Source: an optimization exercise on an open RTL-to-GDS flow (aim: small area, a short achievable clock period and few clock cycles per item). Production flows keep margins and buffers that such runs may drop. No run shown here included a check of the RTL's function; only the layout flow was run. Power is estimated from default activity; no workload was simulated.

==> flow/design.v <==
`timescale 1ns / 1ps
package stfm_pkg;
  localparam int FREQ_W   = 26;
  localparam int TIME_W   = 32;
  localparam int MODE_LSB = 3;
  localparam logic [FREQ_W-1:0] FREQ_MAX = {FREQ_W{1'b1}};
  typedef enum logic [1:0] {
    CMD_WRITE = 2'd0,
    CMD_SYNC  = 2'd1,
    CMD_RESET = 2'd2,
    CMD_NOP   = 2'd3
  } cmd_code_t;
  typedef struct packed {
    logic [1:0]        command;
    logic [7:0]        latch_data;
    logic [TIME_W-1:0] cycle_time;
  } cmd_t;
  typedef struct packed {
    logic [FREQ_W-1:0] tone_frequency;
    logic [7:0]        latch_value;
    logic [1:0]        video_mode;
  } res_t;
  typedef struct packed {
    logic done;
    logic saturated;
  } div_status_t;
endpackage
`timescale 1ns / 1ps
`timescale 1ns / 1ps
module speaker_tone_frequency_meter_top #(
  parameter int CYCLES_PER_SECOND = 3546900
) (
  input  logic            clk,
  input  logic            rst,
  input  logic            cmd_valid,
  output logic            cmd_stall,
  input  logic [1:0]      cmd_command,
  input  logic [7:0]      cmd_latch_data,
  input  logic [31:0]     cmd_cycle_time,
  output logic            res_valid,
  input  logic            res_stall,
  output logic [25:0]     res_tone_frequency,
  output logic [7:0]      res_latch_value,
  output logic [1:0]      res_video_mode
);
  localparam int FW = stfm_pkg::FREQ_W;
  localparam int TW = stfm_pkg::TIME_W;
  localparam int PW = 59;
  localparam int LW = FW + 1;
  localparam int NW = 53;
  localparam int SK = 8;
  localparam logic [NW-1:0] HALF_RATE = NW'(CYCLES_PER_SECOND / 2);
  localparam logic [NW-1:0] P_LAST    = NW'((64'(CYCLES_PER_SECOND / 2) << TW) -
                                            64'(CYCLES_PER_SECOND / 2));
  logic [7:0]     latch_byte;
  logic [TW-1:0]  last_toggle_time;
  logic [PW-1:0]  prod;
  logic [TW-1:0]  gap_acc;
  logic [FW-1:0]  frequency_reg;
  logic           rv;
  logic           busy;
  logic           fix;
  logic           chk1;
  logic           chk2;
  logic           t_was;
  logic [4:0]     cnt;
  logic           accept;
  logic           toggle;
  logic           t_nz;
  logic           back;
  logic [TW:0]    shifted;
  logic [TW:0]    add_b;
  logic           add_c;
  logic [TW+1:0]  add_s;
  logic           ge;
  logic [TW-1:0]  rem_next;
  logic [TW+SK:0] g_or;
  logic           skip;
  logic           eligible;
  assign cmd_stall          = busy | fix | (rv & res_stall);
  assign accept             = cmd_valid & ~cmd_stall;
  assign toggle             = cmd_latch_data[0] ^ latch_byte[0];
  assign t_nz               = (last_toggle_time != '0);
  assign back               = cmd_cycle_time < last_toggle_time;
  assign res_valid          = rv;
  assign res_tone_frequency = frequency_reg;
  assign res_latch_value    = latch_byte;
  assign res_video_mode     = latch_byte[stfm_pkg::MODE_LSB +: 2];
  assign shifted  = prod[PW-1:LW-1];
  always_comb begin
    if (busy && !chk1) begin
      add_b = ~shifted;
      add_c = 1'b0;
    end else if (chk1) begin
      add_b = {1'b0, last_toggle_time};
      add_c = 1'b1;
    end else if (fix) begin
      add_b = ~{last_toggle_time, 1'b0};
      add_c = 1'b1;
    end else begin
      add_b = {last_toggle_time, 1'b0};
      add_c = 1'b0;
    end
  end
  assign add_s    = {2'b0, gap_acc} + {1'b0, add_b} + (TW+2)'(add_c);
  assign ge       = ~add_s[TW+1];
  assign rem_next = ge ? ~add_s[TW-1:0] : shifted[TW-1:0];
  always_comb begin
    g_or = '0;
    for (int i = TW - 1; i >= 0; i--) g_or[i] = g_or[i+1] | gap_acc[i];
  end
  assign skip     = (cnt > 5'(SK)) && g_or[SK] && ((prod[PW-1:LW] & ~g_or[TW+SK:SK+1]) == '0);
  assign eligible = t_was && (prod >= PW'(2 * HALF_RATE)) && (gap_acc != '0);
  always_ff @(posedge clk) begin
    if (rst) begin
      latch_byte       <= '0;
      last_toggle_time <= '0;
      prod             <= '0;
      gap_acc          <= '0;
      frequency_reg    <= '0;
      rv               <= 1'b0;
      busy             <= 1'b0;
      fix              <= 1'b0;
      chk1             <= 1'b0;
      chk2             <= 1'b0;
    end else begin
      if (rv && !res_stall) rv <= 1'b0;
      if (fix) begin
        gap_acc <= add_s[TW-1:0];
        fix     <= 1'b0;
      end
      if (accept) begin
        case (cmd_command)
          2'd0: begin
            if (toggle) begin
              if (!t_nz) begin
                prod    <= '0;
                gap_acc <= ~cmd_cycle_time;
              end else begin
                prod[NW-1:0] <= (prod[NW-1:0] == P_LAST) ? '0 : prod[NW-1:0] + HALF_RATE;
                if (back) begin
                  gap_acc <= add_s[TW-1:0];
                  fix     <= 1'b1;
                end
              end
              last_toggle_time <= cmd_cycle_time;
            end
            latch_byte <= cmd_latch_data;
            rv         <= 1'b1;
          end
          2'd1: begin
            busy <= 1'b1;
            chk1 <= 1'b1;
            rv   <= 1'b0;
          end
          2'd2: begin
            latch_byte       <= '0;
            last_toggle_time <= '0;
            prod             <= '0;
            gap_acc          <= '0;
            frequency_reg    <= '0;
            rv               <= 1'b1;
          end
          default: begin
            rv <= 1'b1;
          end
        endcase
      end
      if (chk1) begin
        gap_acc          <= add_s[TW-1:0];
        last_toggle_time <= '0;
        chk1             <= 1'b0;
        chk2             <= 1'b1;
      end else if (busy) begin
        chk2 <= 1'b0;
        if (skip) begin
          prod <= {prod[PW-SK-1:0], SK'(0)};
        end else begin
          prod <= {rem_next, prod[LW-2:0], ge};
        end
        if (chk2 && !eligible) begin
          frequency_reg <= '0;
          busy          <= 1'b0;
          rv            <= 1'b1;
        end else if (chk2 && ge) begin
          frequency_reg <= stfm_pkg::FREQ_MAX;
          busy          <= 1'b0;
          rv            <= 1'b1;
        end else if (cnt == 5'd1) begin
          frequency_reg <= {prod[FW-2:0], ge};
          busy          <= 1'b0;
          rv            <= 1'b1;
        end
      end
    end
  end
  always_ff @(posedge clk) begin
    t_was <= t_nz;
    if (!busy || chk1) begin
      cnt <= 5'(LW);
    end else if (skip) begin
      cnt <= cnt - 5'(SK);
    end else begin
      cnt <= cnt - 5'd1;
    end
  end
endmodule
==> flow/run.sh <==
#!/bin/bash
# synth_recipe.tcl (not shown) runs the flow's synth.tcl, then flattens the netlist and writes it again
# the make line also repeats each setting of config.mk as NAME=value (left out here)
make -C /OpenROAD-flow-scripts/flow DESIGN_CONFIG=/design/flow/config.mk WORK_HOME=/design/flow/orfs CLKGATE_MAP_FILE= SYNTH_SCRIPT=/design/flow/synth_recipe.tcl finish
==> flow/config.mk <==
export PLATFORM = sky130hd
export DESIGN_NAME = speaker_tone_frequency_meter_top
export DESIGN_NICKNAME = speaker_tone_frequency_meter_top
export VERILOG_FILES = /design/flow/design.v
export SDC_FILE = /design/flow/constraint.sdc
export NUM_CORES = 4
export LEC_CHECK = 0
export CAP_MARGIN = 20
export CORE_MARGIN = 2
export CORE_UTILIZATION = 40
export SETUP_SLACK_MARGIN = 3.5
export SLEW_MARGIN = 20
==> flow/constraint.sdc <==
create_clock -name core_clock -period 8.0 [get_ports {clk}]
set_input_delay 1.6000 -clock core_clock [delete_from_list [all_inputs] [get_ports {clk}]]
set_output_delay 1.6000 -clock core_clock [all_outputs]
set_load 0.01 [all_outputs]
==> reports/qor.csv, run 1 <==
metric;value;unit
skew;14.82;ps
cts_tree;done;
worstSetupStartpoint;cmd_cycle_time[7];
syn2layout_area_growth;14.25;%
fin_crit_sh;55.71;%
die_y;189.8;um
ys_seq_area_share;24.34;%
status;finished clean;
required;8330;ps
synth_area_per_cell;7.260;um^2
path_max_fanout;11;
crit_top_cell;a21oi_1;
rsz0062_at_grt;no;
drive_above_1_share;8.507;%
hold_buffers;0;
cts_sinks;168;
yosysWarnings;1;
post-dp-hpwl;38.43;mm
slew-limit-headroom;21.56;%
clkTransAtPathRegs;70;ps
holdCritStartpoint;frequency_reg[18];
cp_slowest_cell;or4b_2;
yosys.area.top_type;dfxtp_1;
grt.total_usage;29.96;%
dieArea;36040;um^2
clockRootBuffer;clkbuf_16;
antenna_found_initial;0;
cts_buffers;17;
synth_cell_types;93;
leakage;5.714;nW
grt_pass1_wl;84.11;mm
start_util;40.29;%
hold_violations;0;
cp-start-kind;input pin;
syn-num-nets;2018;
drt-initial-drc-count;1894;
clk_path_buf_depth;2;
boundaryPins;84;
viasPerCell;6.441;
worst_r2r_endpoint;busy;
power_density;165.7;nW/um^2
async_flop_share;0;%
hold_depth;2;
rows;68;
wire_per_inst;23.31;um
finalSetupTns;0;ps
synth-edff-count;0;
reg2reg_depth;15;
synth_top_area_share;24.34;%
fmax;224.4;MHz
portBuffers;83;
insertion_delay;460;ps
synth_seq_cells;168;
grt_pass1_vias;14090;
drt-total-wl;55.28;mm
crit_chain;clkdlybuf4s50_1, ha_1, or3_1, a211o_1, a31oi_2, a2111oi_4, o22ai_1, buf_6, a21oi_1, or4b_2, o311ai_0, a21oi_1;
crit_end;gap_acc[26];
grt_overflow_total;0;
gp_congestion;0.9553;
hold_class;flip-flop to flip-flop;
cp_data_arrival_time;4790;ps
crit_family;compound AO/OA/AOI/OAI gates;
vias;15270;
ff2ff_setup_slack;3730;ps
htreeDepth;4;
largestRegisters;prod (59), gap_acc (32), last_toggle_time (32);
ant_nets;0;
route.detailed.drc;0;
synthCells;1903;
fin_hold_ws;448.5;ps
diodes;0;
layout.nets;2018;
die_w;189.8;um
crit_buf_inv;2;
final_max_slew_viol_count;0;
core_area;34290;um^2
crit_cells;12;
irDropWorstVdd;175.1;uV
grt_max_degree;65;
slowest_delay;660;ps
critical_path_class;input pin to flip-flop;
drt_first_pass_iters;7;
netlist_top_cells_area;dfxtp_1, a21oi_1, nand2_1, ha_1, o21ai_0;
netlist_area;13820;um^2
nFillCells;3524;
largest_reg_flops;59;
endpoint_kind;flip-flop;
finalCriticalPeriod;4456;ps
worst_pin_slew;1172;ps
setup_viol;0;
cap_violations;0;
largest_register;prod;
crit-reg2reg-launch;chk1;
synth-main-ff-cell;dfxtp_1;
[power by group]
part	switching, mW	internal (mW)
logic	0.498	0.284
clock network	0.396	0.450
registers	0.107	0.880
[kinds of logic after synthesis]
family,after synthesis,synth area share (%)
multiplexers,56,4.166
AO/OA/AOI/OAI,670,31.83
XOR/XNOR,72,4.564
AND/OR/NAND/NOR,628,21.48
buffers and inverters,240,7.254
adder cells (fa/ha/maj),69,6.358
flip-flops,168,24.34
[metrics by stage]
step	cell area [um^2]	utilization [%]	setup slack [ps]	cells	power, mW
final	15780	46.03	3544	2371	2.616
after global routing	15780	46.03	3500	2371	2.711
after CTS	15520	45.27	3429	2349	2.575
after detailed placement	14830	43.25	2401	2311	1.728
after global placement	14830	43.24	2134	2311	1.723
after floorplan	13820	-	3590	1903	1.462
[cell type report]
class / instances / area [um^2] / area share, %
clock inverters: 12 / 115.1 / 0.7293
clock buffers: 20 / 457.9 / 2.901
repair buffers: 144 / 1354 / 8.577
well taps: 455 / 569.3 / 3.607
multi-input cells: 1498 / 9632 / 61.02
inverters: 74 / 285.3 / 1.807
flip-flops and latches: 168 / 3371 / 21.36
[placed cells by master, fill, tap and decap left out, drive strengths merged, types with 50 or more instances in the layout]
| cell type | synthesis | layout |
|---|---|---|
| o21ai | 172 | 172 |
| a21oi | 184 | 185 |
| xor2 | 51 | 51 |
| ha | 67 | 67 |
| inv | 73 | 77 |
| nand2 | 225 | 225 |
| clkdlybuf4s50 | 0 | 80 |
| nor2 | 127 | 127 |
| buf | 42 | 62 |
| nand3 | 82 | 82 |
| dfxtp | 168 | 168 |
| nor3 | 53 | 53 |
| mux2i | 50 | 50 |
[timing repair]
action | CTS | global route
endpoints found under the setup margin | 91 | 80
pin swaps | 2 | 8
gates resized for setup | 12 | 22
buffers inserted | 3 | 21
cloned | 3 | 1
[worst reg2reg max path: stages, from the launching register on]
cell and delay (ps):
dfxtp_1 310, buf_4 330, inv_8 220, o211ai_1 130
o21ai_0 170, ha_1 320, a21oi_1 80, nand4b_2 290
a2111oi_4 480, o21ai_2 200, a211oi_2 370, o211ai_4 190
and2_4 310, buf_4 170, a211oi_2 380, o221a_2 260
[cells in the mapped netlist, types with 10 or more instances]
master and count:
a211oi_1 34, a21o_1 15, a21oi_1 182, a221o_1 10, a221oi_1 17, a22oi_1 33
a311oi_1 11, a31oi_1 26, and3_1 21, buf_2 22, clkbuf_1 122, dfxtp_1 168
ha_1 67, inv_1 73, mux2i_1 50, nand2_1 224, nand3_1 82, nand4_1 19
nor2_1 126, nor2b_1 13, nor3_1 52, nor3b_1 12, nor4_1 30, o211ai_1 42
o21ai_0 167, o22ai_1 11, xnor2_1 21, xor2_1 51
[routing by layer]
metal  track usage [%]  wire length [um]
met1             41.78             23480
met3             4.888              5325
met4             12.22              2030
met5                 0                 0
met2             45.86             24450
[worst min path at each step]
stage	slack [ps]	end
detailed placement	440	frequency_reg[9]
finish	450	frequency_reg[18]
CTS	460	frequency_reg[18]
floorplan	460	prod[58]
global route	470	frequency_reg[22]
global placement	430	frequency_reg[15]
==> run 2: changes to the inputs <==
--- a/flow/config.mk
+++ b/flow/config.mk
@@ -8,5 +8,5 @@
 export CAP_MARGIN = 20
 export CORE_MARGIN = 2
 export CORE_UTILIZATION = 40
-export SETUP_SLACK_MARGIN = 3.5
+export SETUP_SLACK_MARGIN = 5.0
 export SLEW_MARGIN = 20
==> run 2 against run 1 <==
- critical path depth increased by 2
- global-route usage increased by 3.7 points
- sequential share of layout area decreased by 3.8 points
- first-iteration DRC count increased by 16%
- register-to-register slack improved by 430 ps
- final area increased by 22%
- critical endpoint is now prod[48]
- highest routed layer unchanged
==> reports/qor.csv, run 2 <==
metric;value;unit;change
status;finished clean;;
slew-limit-headroom;25.30;%;+3.7 points
drt-initial-drc-count;2205;;+16%
diodes;0;;unchanged
ys_seq_area_share;24.34;%;unchanged
clk_path_buf_depth;2;;unchanged
ff2ff_setup_slack;4160;ps;+430 ps
leakage;7.111;nW;+24%
hold_violations;0;;unchanged
yosys.area.top_type;dfxtp_1;;
core_area;34290;um^2;unchanged
fin_crit_sh;47.96;%;-7.7 points
die_w;189.8;um;unchanged
clockRootBuffer;clkbuf_16;;
synth-main-ff-cell;dfxtp_1;;
fin_util;56.21;%;+10 points
crit-reg2reg-launch;fix;;
gp_congestion;0.9865;;+3.3%
netlist_top_cells_area;dfxtp_1, a21oi_1, nand2_1, ha_1, o21ai_0;;
cap_violations;0;;unchanged
rows;68;;unchanged
irDropWorstVdd;171.4;uV;-2.1%
multi_input_comb_area;11340;um^2;+18%
final_cell_area;19270;um^2;+22%
synth_area_per_cell;7.260;um^2;unchanged
viasPerCell;6.635;;+3.0%
grt_pass1_wl;93.21;mm;+11%
hold_class;flip-flop to flip-flop;;
grt.total_usage;33.62;%;+3.7 points
drive_above_1_share;27.92;%;+19 points
route.detailed.drc;0;;unchanged
largestRegisters;prod (59), gap_acc (32), last_toggle_time (32);;
finalCriticalPeriod;3837;ps;-619.9 ps
synth_cell_types;93;;unchanged
fmax;260.7;MHz;+16%
start_util;40.29;%;unchanged
syn2layout_area_growth;39.51;%;
place_ws;2551;ps;+150.7 ps
yosysMostFrequentCell;nand2_1;;
boundaryPins;84;;unchanged
setup_viol;0;;unchanged
cts_tree;done;;
hold_buffers;0;;unchanged
synthCells;1903;;unchanged
placedInstanceArea;15210;um^2;+2.6%
final_cell_mix;nand2_1, dfxtp_1, a21oi_1;;
final_max_slew_viol_count;0;;unchanged
rsz0062_at_grt;yes;;
portBuffers;83;;unchanged
async_flop_share;0;%;unchanged
synth_top_area_share;24.34;%;unchanged
skew;16.66;ps;+1.843 ps
drt_first_pass_iters;6;;-1
antenna_found_initial;0;;unchanged
layout.nets;2161;;+7.1%
worst_pin_slew;1116;ps;-55.92 ps
netlist_area;13820;um^2;unchanged
largest_register;prod;;
nFillCells;3080;;-13%
critical_path_class;flip-flop to flip-flop;;
power_density;151.5;nW/um^2;-8.6%
dieArea;36040;um^2;unchanged
post-dp-hpwl;37.75;mm;-1.8%
die_y;189.8;um;unchanged
holdCritStartpoint;frequency_reg[8];;
holdPathEnd;frequency_reg[8];;
path_max_fanout;6;;-5
grt_pass1_vias;15590;;+11%
drt-total-wl;62.69;mm;+13%
yosysWarnings;1;;unchanged
fin_hold_ws;444.0;ps;-4.499 ps
worst_r2r_endpoint;prod[48];;
regArea;3388;um^2;+0.52%
insertion_delay;460;ps;about the same
largest_reg_flops;59;;unchanged
synth-edff-count;0;;unchanged
cp_data_arrival_time;4180;ps;-610 ps
final_common_cell;nand2_1;;
worstSetupStartpoint;fix;;
grt_overflow_total;0;;unchanged
reg2reg_depth;14;;-1
required;8350;ps;+20 ps
htreeDepth;4;;unchanged
cts_sinks;168;;unchanged
grt_max_degree;53;;-18%
wire_per_inst;24.97;um;+7.1%
clkTransAtPathRegs;70;ps;about the same
vias;16660;;+9.1%
cts_buffers;17;;unchanged
finalSetupTns;0;ps;unchanged
endpoint_kind;flip-flop;;
synth_seq_cells;168;;unchanged
ant_nets;0;;unchanged
layout_setup_ws;4163;ps;+619.9 ps
cp-start-kind;flip-flop;;
synth_common_cells;nand2_1, a21oi_1, dfxtp_1;;
syn-num-nets;2018;;unchanged
hold_depth;2;;unchanged
-- run 2: cell count changes in the layout (fill, tap and decap cells not counted), moves of 26 or more --
cell,previous run,this run
o21ai_1,5,67
a22oi_1,33,4
a21oi_2,3,29
clkdlybuf4s50_1,80,40
a21oi_1,181,148
ha_4,0,28
buf_4,52,112
o21ai_0,164,82
buf_6,4,49
ha_1,67,28
a22oi_2,0,29
-- run 2: cells by family after synthesis --
family / Yosys count / share of synthesized area [%]
XOR/XNOR: 72 / 4.564
multiplexers: 56 / 4.166
AO/OA/AOI/OAI: 670 / 31.83
flip-flops: 168 / 24.34
AND/OR/NAND/NOR: 628 / 21.48
adder cells (fa/ha/maj): 69 / 6.358
buffers and inverters: 240 / 7.254
-- run 2: worst max-delay path by stage --
stage	slack [ps]	cells after the start	end
after floorplan	4250	18	prod[48]
after global placement	2580	10	gap_acc[13]
after detailed placement	2550	10	gap_acc[13]
after CTS	4210	4	cmd_stall
after global routing	4080	14	prod[52]
final	4160	14	prod[48]
-- run 2: metal layers --
metal  vias up  wire [um]  global-route usage (%)
met5         -          0                       0
met3       315       6504                   7.489
met2      1175      27210                   52.06
met4         0       4662                   20.99
li1       7316          -                       -
met1      7855      24310                   42.39
-- run 2: critical path, cell delays in order, from the launching register on --
cell and delay (ps):
dfxtp_4 420, buf_16 170, buf_6 120, xor2_2 140, o211ai_1 170, o21ai_1 110, ha_2 370, nand4b_4 160
a2111oi_4 550, o21ai_4 160, a211oi_4 290, o211ai_4 160, and2_4 270, mux2_4 310, a221o_1 320
-- run 2: cell type report --
cell class	count	area share [%]
multi-input cells	1504	58.83
repair buffers	279	16.06
well taps	455	2.954
flip-flops and latches	168	17.58
repair inverters	2	0.07141
clock buffers	19	2.350
inverters	74	1.545
clock inverters	10	0.6167
-- run 2: timing repair --
action	in CTS	in global routing
setup endpoints to repair	155	156
resized for setup	411	177
pin swaps	140	102
buffers inserted	107	45
gates cloned	24	0
-- run 2: power breakdown --
group	switching, mW	internal (mW)	leakage [nW]
clock network	0.387	0.474	0.286
logic	0.614	0.449	5.46
registers	0.116	0.881	1.37
-- run 2: through the flow --
step	power, mW	instances
after global placement	1.752	2306
after global routing	3.006	2511
final	2.919	2511
after floorplan	1.497	1903
after detailed placement	1.759	2306
after CTS	2.788	2466
==> run 3: changes to the inputs <==
--- a/flow/design.v
+++ b/flow/design.v
@@ -115,8 +115,6 @@
     if (rst) begin
       latch_byte       <= '0;
       last_toggle_time <= '0;
-      prod             <= '0;
-      gap_acc          <= '0;
       frequency_reg    <= '0;
       rv               <= 1'b0;
       busy             <= 1'b0;
@@ -156,8 +154,6 @@
           2'd2: begin
             latch_byte       <= '0;
             last_toggle_time <= '0;
-            prod             <= '0;
-            gap_acc          <= '0;
             frequency_reg    <= '0;
             rv               <= 1'b1;
           end
--- a/flow/config.mk
+++ b/flow/config.mk
@@ -8,5 +8,5 @@
 export CAP_MARGIN = 20
 export CORE_MARGIN = 2
 export CORE_UTILIZATION = 40
-export SETUP_SLACK_MARGIN = 5.0
+export SETUP_SLACK_MARGIN = 4.0
 export SLEW_MARGIN = 20
==> run 3 against run 2 <==
- sequential power is 15% higher
- clock power is 9.0% higher
- critical endpoint is now prod[51]
- final area decreased by 14%
==> reports/qor.csv, run 3 <==
metric;value;unit;change
finalNonFillerCells;2169;;-14%
fin_crit_sh;50.44;%;+2.5 points
place_inst;2048;;-11%
portBuffers;83;;unchanged
cp-start-kind;flip-flop;;
reg2reg_depth;14;;unchanged
final_max_slew_viol_count;0;;unchanged
cts_sinks;168;;unchanged
gp_congestion;1.005;;+1.9%
diodes;0;;unchanged
wire_per_inst;25.32;um;+1.4%
critical_path_class;flip-flop to flip-flop;;
final_cell_mix;nand2_1, a21oi_1, nor2_1;;
irDropWorstVdd;169.8;uV;-0.93%
syn2layout_area_growth;23.71;%;
cp_data_arrival_time;4250;ps;+70 ps
ys_seq_area_share;31.78;%;+7.4 points
finalSetupTns;0;ps;unchanged
path_max_fanout;11;;+5
hold_class;flip-flop to flip-flop;;
synth-main-ff-cell;edfxtp_1;;
insertion_delay;470;ps;about the same
drt_first_pass_iters;8;;+2
finalPower;3.046;mW;+4.3%
finalCriticalPeriod;4035;ps;+198.4 ps
status;finished clean;;
layout_setup_ws;3965;ps;-198.4 ps
clkTransAtPathRegs;70;ps;about the same
grt_pass1_vias;12800;;-18%
rows;67;;-1.5%
cap_violations;0;;unchanged
grt_overflow_total;0;;unchanged
yosys.area.top_type;edfxtp_1;;
vias;13990;;-16%
endpoint_kind;flip-flop;;
synthCells;1620;;-15%
die_y;187.4;um;-1.3%
synth_top_area_share;20.32;%;-4.0 points
nFillCells;3205;;+4.1%
largest_reg_flops;59;;unchanged
worst_pin_slew;1131;ps;+14.90 ps
layout.nets;1823;;-16%
netlist_area;13450;um^2;-2.6%
fmax;247.8;MHz;-4.9%
drt-initial-drc-count;1717;;-22%
dieArea;35110;um^2;-2.6%
antenna_found_initial;1;;+1
async_flop_share;0;%;unchanged
synth_common_cells;nand2_1, a21oi_1, o21ai_0;;
grt.total_usage;29.60;%;-4.0 points
drt-total-wl;54.93;mm;-12%
required;8210;ps;-140 ps
leakage;6.386;nW;-10%
worstSetupStartpoint;prod[32];;
clk_path_buf_depth;2;;unchanged
largest_register;prod;;
hold_depth;1;;-1
setup_viol;0;;unchanged
boundaryPins;84;;unchanged
drive_above_1_share;15.34;%;-13 points
route.detailed.drc;0;;unchanged
final_common_cell;nand2_1;;
largestRegisters;prod (59), gap_acc (32), last_toggle_time (32);;
post-dp-hpwl;37.16;mm;-1.6%
ant_nets;0;;unchanged
worst_r2r_endpoint;prod[51];;
synth_seq_cells;168;;unchanged
cts_tree;done;;
hold_violations;0;;unchanged
viasPerCell;6.450;;-2.8%
clockRootBuffer;clkbuf_16;;
holdCritStartpoint;frequency_reg[25];;
syn-num-nets;1735;;-14%
synth-edff-count;91;;+91
crit-reg2reg-launch;prod[32];;
core_area;33280;um^2;-2.9%
cts_buffers;17;;unchanged
power_density;183.0;nW/um^2;+21%
synth_area_per_cell;8.303;um^2;+14%
grt_pass1_wl;79.85;mm;-14%
yosysMostFrequentCell;nand2_1;;
die_w;187.4;um;-1.3%
start_util;40.42;%;+0.12 points
grt_max_degree;54;;+1.9%
holdPathEnd;frequency_reg[25];;
skew;15.64;ps;-1.015 ps
yosysWarnings;1;;unchanged
slew-limit-headroom;24.34;%;-0.96 points
rsz0062_at_grt;yes;;
synth_cell_types;97;;+4.3%
htreeDepth;4;;unchanged
netlist_top_cells_area;edfxtp_1, dfxtp_1, ha_1, nand2_1, a21oi_1;;
place_ws;2470;ps;-81.47 ps
ff2ff_setup_slack;3970;ps;-200 ps
run 3: worst max-delay path, stage by stage, from the launching register on:
cell      delay (ps)
edfxtp_1         760
nand2_1          120
o211ai_1         110
o21ai_1          120
ha_1             360
a21oi_1          110
nand3b_1         220
nor3b_2          200
a21o_4           260
o41a_1           530
a31oi_4          250
buf_12           150
nor3_2            50
buf_4            200
a221o_1          330
run 3: worst max-delay path by stage:
| stage | endpoint | depth (start not counted) | slack, ps |
|---|---|---|---|
| floorplan | gap_acc[2] | 9 | 4020 |
| finish | prod[51] | 14 | 3970 |
| CTS | prod[48] | 8 | 3980 |
| detailed placement | gap_acc[23] | 8 | 2470 |
| global route | prod[51] | 14 | 3930 |
| global placement | gap_acc[23] | 8 | 2600 |
run 3: cell families (layout without fill, tap and decap cells):
kind of cell    Yosys count  count (layout)  share of synthesized area [%]
xor+xnor                104             104                          6.828
fa+ha+maj                69              69                          6.530
simple gates            516             520                          18.87
compound gates          536             536                          27.89
flops                   168             168                          31.78
buf+inv                 202             299                          6.223
mux                      25              25                          1.888
run 3: cell type report:
cell class	instances	area, um^2	area share (%)
Clock inverter	13	191.4	1.150
Inverter	74	290.3	1.744
Tap cell	448	560.5	3.369
Sequential cell	168	4287	25.76
Clock buffer	19	442.9	2.662
Multi-Input combinational cell	1254	8876	53.34
Timing Repair Buffer	193	1992	11.97
run 3: per-stage QoR:
step	util [%]	instance area, um^2	hold slack [ps]
4_1_cts	47.39	15770	488.8
2_1_floorplan	-	13470	468.2
3_3_place_gp	43.61	14510	469.8
5_1_grt	50.00	16640	502.7
3_5_place_dp	43.61	14510	470.1
6_report	50.00	16640	484.7
run 3: timing repair:
item	CTS	global route
pin swaps	28	46
cloned	5	8
hold buffers	0	0
endpoints found under the setup margin	111	115
setup buffers	34	42
resized for setup	77	104
run 3: layer usage:
metal  up-vias  wire [um]  part of all wire, %  track usage, %
li1       6281          -                    -               -
met1      6794      22640                   41           40.60
met2       789      25160                   46           46.81
met3       124       5015                  9.1           4.728
met4         2       2097                  3.8           11.42
met5         -         12                0.022               0
run 3: power breakdown:
part / internal, mW / switching (mW) / total [mW]
combinational: 0.388 / 0.573 / 0.961
clock: 0.537 / 0.400 / 0.937
sequential: 1.00 / 0.147 / 1.15
total: 1.93 / 1.12 / 3.05

afterwards: timing with drivers on the ports:
The results above use ideal ports. As a check the final layouts listed here were re-extracted and re-timed, cells and wires unchanged.
Step 1: set_driving_cell puts a clkbuf_16 on clk and a buf_2 on each other input, an assumption about the parent block.
Step 2 adds t to the input delays and takes it off the output delays; t is the mean of the earliest and latest rising clock arrival at the registers after step 1. Input paths then give back, and output paths get back, about the clock's delay inside the block.
Slacks: ideal / step 1 / step 2; pairs: ideal / step 1.
run | t, ns | setup slack, ns | hold slack, ns | worst setup path at the end
run 1 | 0.509 | 3.544 / 3.547 / 3.067 | 0.448 / 0.448 / 0.448 | input to register
run 2 | 0.510 | 4.163 / 4.163 / 3.703 | 0.444 / 0.444 / 0.444 | input to register
run 3 | 0.510 | 3.965 / 3.965 / 3.565 | 0.485 / 0.485 / 0.485 | input to register
After both steps setup and hold are still met in every run listed. The setup slack of run 1, which loses most, moves by +0.003 ns with the drivers and by -0.477 ns with both steps.
